This design comes from an exercise in tuning for small area, a short achievable clock period and few clock cycles per item on the open sky130 flow, not from production work.
The RTL was checked by simulation tests, not by an equivalence proof against the original design.
Power and IR drop assume default switching activity.

### flow/design.v
package apb_pkg;
  typedef enum logic [1:0] {
    IDLE   = 2'd0,
    SETUP  = 2'd1,
    ACCESS = 2'd2
  } apb_state_e;
  localparam int DATA_W       = 32;
  localparam int APB_ADDR_LSB = 2;
endpackage
module apb_sp_ram
#(
  parameter int DEPTH = 64,
  parameter int AW    = $clog2(DEPTH)
) (
  input  logic              clk,
  input  logic              reset,
  input  logic              we,
  input  logic [AW-1:0]     idx,
  input  logic [apb_pkg::DATA_W-1:0] wdata,
  output logic [apb_pkg::DATA_W-1:0] rdata
);
  logic [apb_pkg::DATA_W-1:0] mem [DEPTH];
  always_ff @(posedge clk) begin
    if (reset) begin
      for (int i = 0; i < DEPTH; i++) mem[i] <= '0;
    end else if (we) begin
      mem[idx] <= wdata;
    end
  end
  assign rdata = mem[idx];
endmodule
module apb_mem_responder
#(
  parameter int DEPTH       = 64,
  parameter int WAIT_CYCLES = 1,
  parameter int ADDR_W      = 10
) (
  input  logic              clk,
  input  logic              reset,
  input  logic              psel_i,
  input  logic              penable_i,
  input  logic              pwrite_i,
  input  logic [ADDR_W-1:0] paddr_i,
  input  logic [apb_pkg::DATA_W-1:0] pwdata_i,
  output logic              pready_o,
  output logic [apb_pkg::DATA_W-1:0] prdata_o,
  output logic              pslverr_o
);
  localparam int AW = $clog2(DEPTH);
  apb_pkg::apb_state_e        state_q, state_d, phase;
  logic [3:0]        cnt_q, cnt_d;
  logic              wr_q, wr_d;
  logic [ADDR_W-1:0] addr_q, addr_d;
  logic [apb_pkg::DATA_W-1:0] wdata_q, wdata_d;
  logic              pready_d, pslverr_d;
  logic [apb_pkg::DATA_W-1:0] prdata_d;
  logic              fin;
  logic [ADDR_W-1:0] acc_addr;
  logic              acc_wr, acc_err;
  logic [AW-1:0]     ram_idx;
  logic [apb_pkg::DATA_W-1:0] ram_rdata;
  logic              ram_we;
  function automatic logic addr_err(input logic [ADDR_W-1:0] a);
    addr_err = (a[apb_pkg::APB_ADDR_LSB-1:0] != '0) ||
           (32'(a[ADDR_W-1:apb_pkg::APB_ADDR_LSB]) >= 32'(DEPTH));
  endfunction
  apb_sp_ram #(.DEPTH(DEPTH), .AW(AW)) u_ram (
    .clk   (clk),
    .reset (reset),
    .we    (ram_we),
    .idx   (ram_idx),
    .wdata (wdata_q),
    .rdata (ram_rdata)
  );
  always_comb begin
    phase = apb_pkg::IDLE;
    if (state_q == apb_pkg::ACCESS)           phase = apb_pkg::ACCESS;
    else if (psel_i && !penable_i)   phase = apb_pkg::SETUP;
    acc_addr = (phase == apb_pkg::SETUP) ? paddr_i  : addr_q;
    acc_wr   = (phase == apb_pkg::SETUP) ? pwrite_i : wr_q;
    acc_err  = addr_err(acc_addr);
    ram_idx  = acc_addr[apb_pkg::APB_ADDR_LSB +: AW];
    state_d   = apb_pkg::IDLE;
    cnt_d     = cnt_q;
    wr_d      = wr_q;
    addr_d    = addr_q;
    wdata_d   = wdata_q;
    fin       = 1'b0;
    pready_d  = 1'b0;
    pslverr_d = 1'b0;
    prdata_d  = '0;
    case (phase)
      apb_pkg::SETUP: begin
        state_d = apb_pkg::ACCESS;
        wr_d    = pwrite_i;
        addr_d  = paddr_i;
        wdata_d = pwdata_i;
        cnt_d   = 4'(WAIT_CYCLES);
        fin     = (WAIT_CYCLES == 0);
      end
      apb_pkg::ACCESS: begin
        if (pready_o) begin
          state_d = apb_pkg::IDLE;
        end else if (!psel_i) begin
          state_d = apb_pkg::IDLE;
        end else begin
          state_d = apb_pkg::ACCESS;
          cnt_d   = cnt_q - 4'd1;
          fin     = (cnt_q == 4'd1);
        end
      end
      default: state_d = apb_pkg::IDLE;
    endcase
    if (fin) begin
      pready_d  = 1'b1;
      pslverr_d = acc_err;
      prdata_d  = (!acc_wr && !acc_err) ? ram_rdata : '0;
    end
    ram_we = (state_q == apb_pkg::ACCESS) && pready_o && psel_i && wr_q && !acc_err;
  end
  always_ff @(posedge clk) begin
    if (reset) begin
      state_q   <= apb_pkg::IDLE;
      cnt_q     <= '0;
      wr_q      <= 1'b0;
      pready_o  <= 1'b0;
      pslverr_o <= 1'b0;
      prdata_o  <= '0;
    end else begin
      state_q   <= state_d;
      cnt_q     <= cnt_d;
      wr_q      <= wr_d;
      pready_o  <= pready_d;
      pslverr_o <= pslverr_d;
      prdata_o  <= prdata_d;
    end
  end
  always_ff @(posedge clk) begin
    addr_q  <= addr_d;
    wdata_q <= wdata_d;
  end
endmodule
### flow/run.sh
#!/bin/bash
# synth_recipe.tcl (not shown) runs the flow's synth.tcl, then flattens the netlist and writes it again
# the make line also repeats each setting of config.mk as NAME=value (left out here)
make -C /OpenROAD-flow-scripts/flow DESIGN_CONFIG=/design/flow/config.mk WORK_HOME=/design/flow/orfs CLKGATE_MAP_FILE= SYNTH_SCRIPT=/design/flow/synth_recipe.tcl finish
### flow/config.mk
export PLATFORM = sky130hd
export DESIGN_NAME = apb_mem_responder
export DESIGN_NICKNAME = apb_mem_responder
export VERILOG_FILES = /design/flow/design.v
export SDC_FILE = /design/flow/constraint.sdc
export NUM_CORES = 4
export LEC_CHECK = 0
export CAP_MARGIN = 20
export CORE_MARGIN = 2
export CORE_UTILIZATION = 40
export SLEW_MARGIN = 20
### flow/constraint.sdc
create_clock -name core_clock -period 4.5 [get_ports {clk}]
set_input_delay 0.9000 -clock core_clock [delete_from_list [all_inputs] [get_ports {clk}]]
set_output_delay 0.9000 -clock core_clock [all_outputs]
set_load 0.01 [all_outputs]
==> results by group <==
Outcome
  – Status: no timing/DRC/antenna violations

STA
  – Rel. slew slack: 0.2076
  – Worst-Margin Slew: 1189 ps
  – Peak Freq: 244.9 MHz
  – Fin crit period: 4083 ps
  – Final Cycle Share: 0.9074
  – RSZ-0062 raised after global routing: false
  – # setup viols final: 0
  – Setup clock skew after layout: 42.26 ps
  – Final hold violation count: 0
  – Pins Over Slew Limit: 0

Clock network
  – Worst-path clk slew: 60 ps
  – CTS tree: yes
  – CTS root buf: clkbuf_16
  – Hold-fix buffers, CTS: 0
  – Setup Fix Bufs, Post-CTS: 0
  – CTS buffer count: 215
  – CTS resizes: 0
  – CTS Sinks: 2130
  – CTS H-Tree Depth: 4
  – Clock latency on the worst-skew pair: 870 ps
  – Clk buf depth: 3

Worst setup path
  – WP depth: 13
  – Worst R2R Setup Slack: 600 ps
  – Cell family with most CP delay: compound AO/OA/AOI/OAI gates
  – CP max stage cell: a21oi_1
  – Startpoint Class: input port
  – Critical path destination: prdata_o[17]
  – CP Data Arrival Time: 4780 ps
  – Worst Path Class, Setup: input port to flip-flop
  – Worst endpoint required time: 5190 ps
  – Worst reg2reg path depth: 12
  – Worst Path Max Fanout: 12
  – CP endpoint kind: flip-flop
  – CP Cell Sequence: clkdlybuf4s50_1 > nor3b_2 > buf_4 > buf_12 > mux2_8 > buf_12 > buf_4 > a22o_1 > a221oi_1 > a31oi_1 > buf_4 > a21oi_1 > a41oi_1
  – Worst setup startpoint: psel_i
  – CP bufs+invs: 6
  – CP dominant cell by count: buf_4
  – CP max stage delay: 780 ps
  – Worst r2r src: state_q[1]
  – R2r endpoint: prdata_o[17]

Place
  – Placed cell count: 9631
  – Port Buffers: 80
  – Final HPWL DP: 185600 um
  – Placer Congestion: 0.9167
  – Placed Area: 0.1004 mm^2

Yosys
  – Area contributors post-synth: edfxtp_1 (69%), and2_1 (14%), a22oi_1 (4.2%), a221oi_1 (2.4%), a22o_1 (2.4%)
  – Share of the synthesized area in the top cell type: 0.6863
  – Count leader, synth: edfxtp_1
  – Netlist Area Pre-Place: 0.09101 mm^2
  – Most used DFF post-synth: edfxtp_1
  – Cell taking the most area after synthesis: edfxtp_1
  – Number of synthesized flops with an enable pin: 2080
  – Most frequent cells after synthesis: edfxtp_1 (2080), and2_1 (2049), clkbuf_1 (584)
  – Post-synth ARST share: 0
  – Warnings from Yosys: 2
  – Syn avg cell area: 13.92 um^2
  – Mapped Cells: 6539
  – Seq/Total Area, Yosys: 0.6973
  – Seq cells post-synth: 2130
  – Post-synth net total: 6588
  – Unique masters post-synth: 36

Global route
  – GRT Max-Usage Layer: met2
  – Grt met2 use: 0.3879
  – GRT Residual Overflow: 0
  – Gr usage total: 0.2485
  – Vias in the first global route: 56440
  – Largest net degree at the start of global routing: 65
  – First-pass GRT wire length: 415700 um
  – GR Util met1: 0.3513
  – Met3 Use GR: 0.04190
  – Initial antenna violation count: 22

Layout
  – Share of post-route cells with drive strength above 1: 0.1634
  – Finished Layout Cells: 10040
  – Layout Nets: 6888
  – Number of fill cells: 19570
  – Fin area: 0.1074 mm^2
  – Syn-to-layout area delta: 18.05%

Min path
  – Worst hold path class: input port to flip-flop

Drt
  – Via count: 58250
  – Routed WL: 291600 um
  – Detailed Routing Iterations Pass 1: 7
  – Initial DRC count: 7843
  – Total DRC errors in the routed layout: 0
  – Via/cell ratio: 5.800
  – Routed Antenna Nets: 0
  – Wire length per cell: 29.04 um

Floorplan
  – Core area: 0.2268 mm^2
  – Die Span Y: 481.0 um
  – Initial Util: 0.4012
  – Rows: 175
  – Die ar.: 0.2314 mm^2
  – DIE WIDTH: 481.0 um
  – # IOs: 81

Run
  – Max_cap viols: 0

Power
  – Power Dens Cells: 425.3 mW/mm^2
  – Peak supply drop: 441.7 uV
  – Static leakage power: 38.81 nW
==> worst min-delay path by stage <==
stage | cells after the start | from | slack (ps) | end
after floorplan | 1 | addr_q[1] | 450 | addr_q[1]
after global placement | 1 | addr_q[1] | 470 | addr_q[1]
after detailed placement | 1 | addr_q[1] | 460 | addr_q[1]
after CTS | 2 | reset | 360 | cnt_q[0]
after global routing | 2 | reset | 380 | cnt_q[0]
final | 2 | reset | 400 | cnt_q[0]
==> flip-flops by register name (all words and copies together), names as in the netlist <==
register / cells
addr_q: 10
cnt_q: 4
prdata_o: 32
pready_o: 1
pslverr_o: 1
state_q: 1
u_ram.mem: 2048
wdata_q: 32
wr_q: 1
==> layer usage <==
metal / wire length, um / vias up
li1: - / 24960
met2: 134600 / 2961
met4: 10360 / 4
met1: 119300 / 29900
met5: 33 / -
met3: 27330 / 426
==> cell usage in the layout, fill, tap and decap left out, drive strengths merged <==
cell type,count
clkbuf,288
o2111ai,2
a41oi,30
and2,2049
nand2b,1
nor2,68
mux2,11
xor2,1
or2,65
or4,1
a22o,254
clkinvlp,2
nand3b,7
ha,2
a31oi,141
xnor2,1
a221oi,254
buf,694
mux2i,12
and3,12
nor3,12
nand2,22
edfxtp,2080
diode,9
nand3,122
bufinv,18
clkinv,89
a21oi,119
clkdlybuf4s50,79
nor3b,7
a22oi,514
dfxtp,50
inv,14
nor4,4
==> final cells by class <==
class	instances	area [um^2]	area share
clock inverters	115	1131	0.01053
diodes	9	22.52	0.0002096
multi-input cells	3711	25120	0.2338
flip-flops and latches	2130	63460	0.5907
clock buffers	288	5888	0.05481
repair buffers	773	8020	0.07465
well taps	3009	3765	0.03504
inverters	8	30.03	0.0002795
==> power by group <==
part           leakage, nW  internal, W  total (W)  switching, W
clock network         3.44       0.0102     0.0179       0.00774
registers             21.8       0.0224     0.0226      0.000210
logic                 13.5      0.00172    0.00519       0.00347
==> logic make-up (layout without fill, tap and decap cells) <==
group	after synthesis	in the layout	synth area share
AND/OR/NAND/NOR	2370	2370	0.1593
flip-flops	2130	2130	0.6973
AO/OA/AOI/OAI	1314	1314	0.1106
buffers and inverters	698	1184	0.02961
multiplexers	23	23	0.002722
adder cells (fa/ha/maj)	2	2	0.0002749
XOR/XNOR	2	2	0.0001925
other	0	9	0
==> worst reg2reg max path: cells and delay by family (launching register included) <==
family          cells  cell delay [ps]
flops               1              320
compound gates      5             1650
mux                 1              490
simple gates        1              230
buf+inv             5             1040
==> stage by stage <==
step	setup WS, ps	setup TNS (ps)	utilization	hold slack, ps	power, W
floorplan	273.5	0	-	447.7	0.02505
global placement	-749.3	-76640	0.4425	466.2	0.02806
detailed placement	-478.3	-25490	0.4426	462.8	0.02809
CTS	398.5	0	0.4735	355.4	0.04576
global route	446.9	0	0.4735	377.1	0.04686
finish	416.7	0	0.4736	396.9	0.04570
Testbench counts, summed over its fixed seeds: cycles 48,000, xfers 16,000.

==> static timing again, ports no longer ideal <==
The results above use ideal ports. As a check the final layout listed here was re-extracted and re-timed, cells and wires unchanged.
Step 1: set_driving_cell puts a clkbuf_16 on clk and a buf_2 on each other input, an assumption about the parent block.
Step 2 times the ports against the registers' clock, not the clock port: input delays grow and output delays shrink by t, the midpoint of the rising clock arrivals with the driver on.
a / b / c = ideal / step 1 / step 2; a / b = the first two.
t, ns: 0.942
setup WS [ns]: 0.417 / 0.483 / -0.459
worst setup path after step 2: input to register
cell pins on the clock port's net: 1
With both steps, setup timing fails in this run, where it was met with ideal ports. The setup slack of this run moves by +0.066 ns with the drivers and by -0.876 ns with both steps.
